This design comes from an exercise in tuning for small area, a short achievable clock period and few clock cycles per item on the open sky130 flow, not from production work. Where RTL was checked, it was by simulation tests only, not by an equivalence proof against the original.

Setup of amber:
==> flow/design.v <==
`default_nettype none
`timescale 1ns/1ps
package rs_pkg;
	typedef enum logic [2:0] {
		OP_ADD = 3'd0,
		OP_SUB = 3'd1,
		OP_SLL = 3'd2,
		OP_SLT = 3'd3,
		OP_XOR = 3'd4,
		OP_SR  = 3'd5,
		OP_OR  = 3'd6,
		OP_AND = 3'd7
	} alu_op_t;
endpackage
`default_nettype wire
`default_nettype none
`timescale 1ns/1ps
module reservation_station (
	input wire logic clk,
	input wire logic rst_n,
	input wire logic enable,
	input wire logic dispatched,
	input wire logic [5-1:0] q1_in,
	input wire logic [32-1:0] v1_in,
	input wire logic [5-1:0] q2_in,
	input wire logic [32-1:0] v2_in,
	input wire logic [2:0] alu_op_in,
	input wire logic alu_sign_in,
	input wire logic [5-1:0] reorder_buffer_tag_in,
	input wire logic cdb_active,
	input wire logic [5-1:0] cdb_tag,
	input wire logic [32-1:0] cdb_data,
	output logic [5-1:0] q1_out,
	output logic [32-1:0] v1_out,
	output logic [5-1:0] q2_out,
	output logic [32-1:0] v2_out,
	output logic [2:0] alu_op_out,
	output logic alu_sign_out,
	output logic [5-1:0] reorder_buffer_tag_out,
	output logic busy
);
	logic snoop1;
	logic snoop2;
	assign snoop1 = cdb_active && ((enable ? q1_in : q1_out) == cdb_tag);
	assign snoop2 = cdb_active && ((enable ? q2_in : q2_out) == cdb_tag);
	always_ff @(posedge clk or negedge rst_n) begin
		if (!rst_n)
			busy <= 1'b0;
		else if (enable)
			busy <= 1'b1;
		else if (dispatched)
			busy <= 1'b0;
	end
	always_ff @(posedge clk) begin
		if (snoop1) begin
			q1_out <= '0;
			v1_out <= cdb_data;
		end else if (enable) begin
			q1_out <= q1_in;
			v1_out <= v1_in;
		end
		if (snoop2) begin
			q2_out <= '0;
			v2_out <= cdb_data;
		end else if (enable) begin
			q2_out <= q2_in;
			v2_out <= v2_in;
		end
		if (enable) begin
			alu_op_out <= alu_op_in;
			alu_sign_out <= alu_sign_in;
			reorder_buffer_tag_out <= reorder_buffer_tag_in;
		end
	end
endmodule
`default_nettype wire
`default_nettype none
`timescale 1ns/1ps
module rs_dispatch_select (
	input wire logic issue_valid,
	input wire logic busy,
	input wire logic [5-1:0] q1,
	input wire logic [5-1:0] q2,
	input wire logic exec_accept,
	output logic enable,
	output logic dispatched,
	output logic full,
	output logic exec_valid
);
	assign exec_valid = busy && (q1 == '0) && (q2 == '0);
	assign dispatched = exec_valid && exec_accept;
	assign full = busy && !dispatched;
	assign enable = issue_valid && !full;
endmodule
`default_nettype wire
`default_nettype none
`timescale 1ns/1ps
module alu_unit (
	input wire logic [32-1:0] a,
	input wire logic [32-1:0] b,
	input wire logic [2:0] op,
	input wire logic op_sign,
	output logic [32-1:0] result
);
	localparam int W = 32;
	logic inv_b;
	logic use_p;
	logic use_g;
	logic use_c;
	logic use_sll;
	logic use_sr;
	logic use_slt;
	logic [W-1:0] bx;
	logic [W-1:0] g0;
	logic [W-1:0] p0;
	logic [W-1:0] carry;
	logic cout;
	logic msb_sum;
	logic less_than;
	logic [5-1:0] shamt;
	logic [W-1:0] a_rev;
	logic [W-1:0] sh_in;
	logic fill;
	logic [W-1:0] sh_out;
	logic [W-1:0] sh_out_rev;
	assign inv_b = op[0];
	assign use_c = !op[2] && !op[1];
	assign use_p = (op == 3'b000) || (op == 3'b001) || (op == 3'b010) || (op == 3'b100);
	assign use_g = op[2] && !op[0];
	assign use_sr = (op == 3'b011);
	assign use_sll = (op == 3'b101);
	assign use_slt = (op == 3'b111);
	assign bx = b ^ {W{inv_b}};
	assign g0 = a & bx;
	assign p0 = a ^ bx;
	logic [7:0] gg [0:3];
	logic [7:0] gp [0:3];
	always_comb begin
		for (int k = 0; k < 8; k++) begin
			logic g;
			logic p;
			g = g0[4*k];
			p = p0[4*k];
			for (int j = 1; j < 4; j++) begin
				g = g0[4*k+j] | (p0[4*k+j] & g);
				p = p0[4*k+j] & p;
			end
			gg[0][k] = g;
			gp[0][k] = p;
		end
		gg[0][0] = gg[0][0] | (gp[0][0] & inv_b);
		for (int l = 0; l < 3; l++) begin
			gg[l+1] = gg[l];
			gp[l+1] = gp[l];
			for (int k = 0; k < 8; k++)
				if (((k >> l) & 1) == 1) begin
					gg[l+1][k] = gg[l][k] | (gp[l][k] & gg[l][((k >> l) << l) - 1]);
					gp[l+1][k] = gp[l][k] & gp[l][((k >> l) << l) - 1];
				end
		end
		for (int k = 0; k < 8; k++) begin
			logic c;
			c = (k == 0) ? inv_b : gg[3][k-1];
			for (int j = 0; j < 4; j++) begin
				carry[4*k+j] = c;
				c = g0[4*k+j] | (p0[4*k+j] & c);
			end
		end
	end
	assign cout = gg[3][7];
	assign msb_sum = p0[W-1] ^ carry[W-1];
	assign less_than = op_sign ? ((a[W-1] ^ b[W-1]) ? a[W-1] : msb_sum) : !cout;
	assign shamt = b[5-1:0];
	always_comb
		for (int i = 0; i < W; i++)
			a_rev[i] = a[W-1-i];
	assign sh_in = op[2] ? a_rev : a;
	assign fill = !op[2] && op_sign && a[W-1];
	assign sh_out = W'($signed({fill, sh_in}) >>> shamt);
	always_comb
		for (int i = 0; i < W; i++)
			sh_out_rev[i] = sh_out[W-1-i];
	always_comb begin
		result = ((p0 & {W{use_p}}) ^ (g0 & {W{use_g}}) ^ (carry & {W{use_c}}))
			| (sh_out & {W{use_sr}}) | (sh_out_rev & {W{use_sll}});
		result[0] = result[0] | (less_than && use_slt);
	end
endmodule
`default_nettype wire
`default_nettype none
`timescale 1ns/1ps
module alu_cluster (
	input wire logic clk,
	input wire logic rst_n,
	input wire logic issue_valid,
	input wire logic [5-1:0] issue_q1,
	input wire logic [32-1:0] issue_v1,
	input wire logic [5-1:0] issue_q2,
	input wire logic [32-1:0] issue_v2,
	input wire rs_pkg::alu_op_t issue_op,
	input wire logic issue_sign,
	input wire logic [5-1:0] issue_rob_tag,
	output logic full,
	input wire logic ext_cdb_active,
	input wire logic [5-1:0] ext_cdb_tag,
	input wire logic [32-1:0] ext_cdb_data,
	output logic cdb_active,
	output logic [5-1:0] cdb_tag,
	output logic [32-1:0] cdb_data
);
	logic enable;
	logic dispatched;
	logic busy;
	logic [5-1:0] ent_q1;
	logic [5-1:0] ent_q2;
	logic [32-1:0] ent_v1;
	logic [32-1:0] ent_v2;
	logic [2:0] ent_op;
	logic ent_sign;
	logic [5-1:0] ent_rob_tag;
	logic exec_valid;
	logic exec_accept;
	logic [32-1:0] alu_result;
	logic res_valid;
	logic [5-1:0] res_tag;
	logic [32-1:0] res_data;
	logic [2:0] issue_op_enc;
	always_comb begin
		case (issue_op)
			rs_pkg::OP_ADD: issue_op_enc = 3'b000;
			rs_pkg::OP_SUB: issue_op_enc = 3'b001;
			rs_pkg::OP_SLL: issue_op_enc = 3'b101;
			rs_pkg::OP_SLT: issue_op_enc = 3'b111;
			rs_pkg::OP_XOR: issue_op_enc = 3'b010;
			rs_pkg::OP_SR:  issue_op_enc = 3'b011;
			rs_pkg::OP_OR:  issue_op_enc = 3'b100;
			default:        issue_op_enc = 3'b110;
		endcase
	end
	reservation_station entry_i (
		.clk                    (clk),
		.rst_n                  (rst_n),
		.enable                 (enable),
		.dispatched             (dispatched),
		.q1_in                  (issue_q1),
		.v1_in                  (issue_v1),
		.q2_in                  (issue_q2),
		.v2_in                  (issue_v2),
		.alu_op_in              (issue_op_enc),
		.alu_sign_in            (issue_sign),
		.reorder_buffer_tag_in  (issue_rob_tag),
		.cdb_active             (cdb_active),
		.cdb_tag                (cdb_tag),
		.cdb_data               (cdb_data),
		.q1_out                 (ent_q1),
		.v1_out                 (ent_v1),
		.q2_out                 (ent_q2),
		.v2_out                 (ent_v2),
		.alu_op_out             (ent_op),
		.alu_sign_out           (ent_sign),
		.reorder_buffer_tag_out (ent_rob_tag),
		.busy                   (busy)
	);
	rs_dispatch_select select_i (
		.issue_valid (issue_valid),
		.busy        (busy),
		.q1          (ent_q1),
		.q2          (ent_q2),
		.exec_accept (exec_accept),
		.enable      (enable),
		.dispatched  (dispatched),
		.full        (full),
		.exec_valid  (exec_valid)
	);
	alu_unit alu_i (
		.a       (ent_v1),
		.b       (ent_v2),
		.op      (ent_op),
		.op_sign (ent_sign),
		.result  (alu_result)
	);
	assign exec_accept = !res_valid || !ext_cdb_active;
	always_ff @(posedge clk or negedge rst_n) begin
		if (!rst_n)
			res_valid <= 1'b0;
		else if (exec_accept)
			res_valid <= exec_valid;
	end
	always_ff @(posedge clk) begin
		if (exec_accept) begin
			res_tag <= ent_rob_tag;
			res_data <= alu_result;
		end
	end
	assign cdb_active = ext_cdb_active || res_valid;
	assign cdb_tag = ext_cdb_active ? ext_cdb_tag : res_tag;
	assign cdb_data = ext_cdb_active ? ext_cdb_data : res_data;
endmodule
`default_nettype wire
==> flow/config.mk <==
export PLATFORM = sky130hd
export DESIGN_NAME = alu_cluster
export DESIGN_NICKNAME = alu_cluster
export VERILOG_FILES = /design/flow/design.v
export SDC_FILE = /design/flow/constraint.sdc
export NUM_CORES = 4
export LEC_CHECK = 0
export ABC_AREA = 1
export CAP_MARGIN = 20
export CORE_MARGIN = 2
export CORE_UTILIZATION = 45
export CTS_BUF_LIST = sky130_fd_sc_hd__clkbuf_8
export SETUP_SLACK_MARGIN = 3.2
export SLEW_MARGIN = 20
==> flow/constraint.sdc <==
create_clock -name core_clock -period 7.0 [get_ports {clk}]
set_input_delay 1.4000 -clock core_clock [delete_from_list [all_inputs] [get_ports {clk}]]
set_output_delay 1.4000 -clock core_clock [all_outputs]
set_load 0.01 [all_outputs]
standard.sh (not shown) runs the stock make flow with config.mk's settings and CLKGATE_MAP_FILE= SYNTH_SCRIPT=/design/flow/synth_recipe.tcl, a recipe that flattens the netlist after the stock synthesis.
==> flow/flow/run.sh <==
#!/bin/bash
# Standard ORFS layout, with plain buffers on the ports instead of the delay cells
# buffer_ports picks by default. Every tool's output goes to a log in this folder.
set -euo pipefail
export BUFFER_PORTS_ARGS="-buffer_cell sky130_fd_sc_hd__buf_1"
bash standard.sh finish > make_finish.log 2>&1
Input-level comparison between quartz and amber:
==> flow/design.v, changed modules only <==
module alu_unit (
	input wire logic [32-1:0] a,
	input wire logic [32-1:0] b,
	input wire logic [2:0] op,
	input wire logic op_sign,
	output logic [32-1:0] result
);
	localparam int W = 32;
	logic inv_b;
	logic use_p;
	logic use_g;
	logic use_c;
	logic use_sll;
	logic use_sr;
	logic use_slt;
	logic [W-1:0] bx;
	logic [W-1:0] g0;
	logic [W-1:0] p0;
	logic [W-1:0] gl [0:5];
	logic [W-1:0] pl [0:5];
	logic [W-1:0] carry;
	logic cout;
	logic msb_sum;
	logic less_than;
	logic [5-1:0] shamt;
	logic [W-1:0] a_rev;
	logic [W-1:0] sh_in;
	logic fill;
	logic [W-1:0] sh_out;
	logic [W-1:0] sh_out_rev;
	assign inv_b = op[0];
	assign use_c = !op[2] && !op[1];
	assign use_p = (op == 3'b000) || (op == 3'b001) || (op == 3'b010) || (op == 3'b100);
	assign use_g = op[2] && !op[0];
	assign use_sr = (op == 3'b011);
	assign use_sll = (op == 3'b101);
	assign use_slt = (op == 3'b111);
	assign bx = b ^ {W{inv_b}};
	assign g0 = a & bx;
	assign p0 = a ^ bx;
	always_comb begin
		gl[0] = g0;
		pl[0] = p0;
		gl[0][0] = g0[0] | (p0[0] & inv_b);
		for (int l = 0; l < 5; l++) begin
			gl[l+1] = gl[l];
			pl[l+1] = pl[l];
			for (int i = 0; i < W; i++)
				if (((i >> l) & 1) == 1) begin
					gl[l+1][i] = gl[l][i] | (pl[l][i] & gl[l][((i >> l) << l) - 1]);
					pl[l+1][i] = pl[l][i] & pl[l][((i >> l) << l) - 1];
				end
		end
	end
	assign carry = {gl[5][W-2:0], inv_b};
	assign cout = gl[5][W-1];
	assign msb_sum = p0[W-1] ^ carry[W-1];
	assign less_than = op_sign ? ((a[W-1] ^ b[W-1]) ? a[W-1] : msb_sum) : !cout;
	assign shamt = b[5-1:0];
	always_comb
		for (int i = 0; i < W; i++)
			a_rev[i] = a[W-1-i];
	assign sh_in = op[2] ? a_rev : a;
	assign fill = !op[2] && op_sign && a[W-1];
	assign sh_out = W'($signed({fill, sh_in}) >>> shamt);
	always_comb
		for (int i = 0; i < W; i++)
			sh_out_rev[i] = sh_out[W-1-i];
	always_comb begin
		result = ((p0 & {W{use_p}}) ^ (g0 & {W{use_g}}) ^ (carry & {W{use_c}}))
			| (sh_out & {W{use_sr}}) | (sh_out_rev & {W{use_sll}});
		result[0] = result[0] | (less_than && use_slt);
	end
endmodule
Findings:
- quartz reached the end of the flow, and the finished layout is clean on the timing, design-rule and antenna checks.
- Delta(sequential area share after synthesis, quartz - amber) < 0
- Area growth from synthesis to layout down 1.9 points in quartz wrt amber
- Summary of quartz over amber: critical-path maximum fanout picked up an extra 30, sequential cell count flat, met2 capacity usage during global routing went up 3.8 points, routed wire length went up, sequential share of layout area now sits lower.
Testbench counts of quartz, summed over its fixed seeds: cycles 5,241, items 3,200.
The RTL of amber was laid out without a check of its function.

re-timing with driven ports:
No port has a modelled driver above. Below, the same layouts with a new extraction and two added sets of constraints.
Step 1, drivers: a clkbuf_16 drives clk and a buf_2 each remaining input, both assumed.
Step 2, shift: input delay + t, output delay - t, t = (earliest + latest rising clock arrival at the registers) / 2. This alone moves slack from input paths to output paths.
a / b / c = ideal / step 1 / step 2; a / b = the first two.
run | t, ns | slack for setup (ns) | hold WS [ns]
amber | 0.506 | 3.196 / 3.160 / 2.813 | 0.427 / 0.427 / 0.427
quartz | 0.501 | 3.195 / 2.980 / 2.761 | 0.431 / 0.431 / 0.431
After both steps setup and hold are still met in every run listed. For quartz, which loses most, drivers alone change the setup slack by -0.215 ns; drivers and shift together by -0.434 ns.
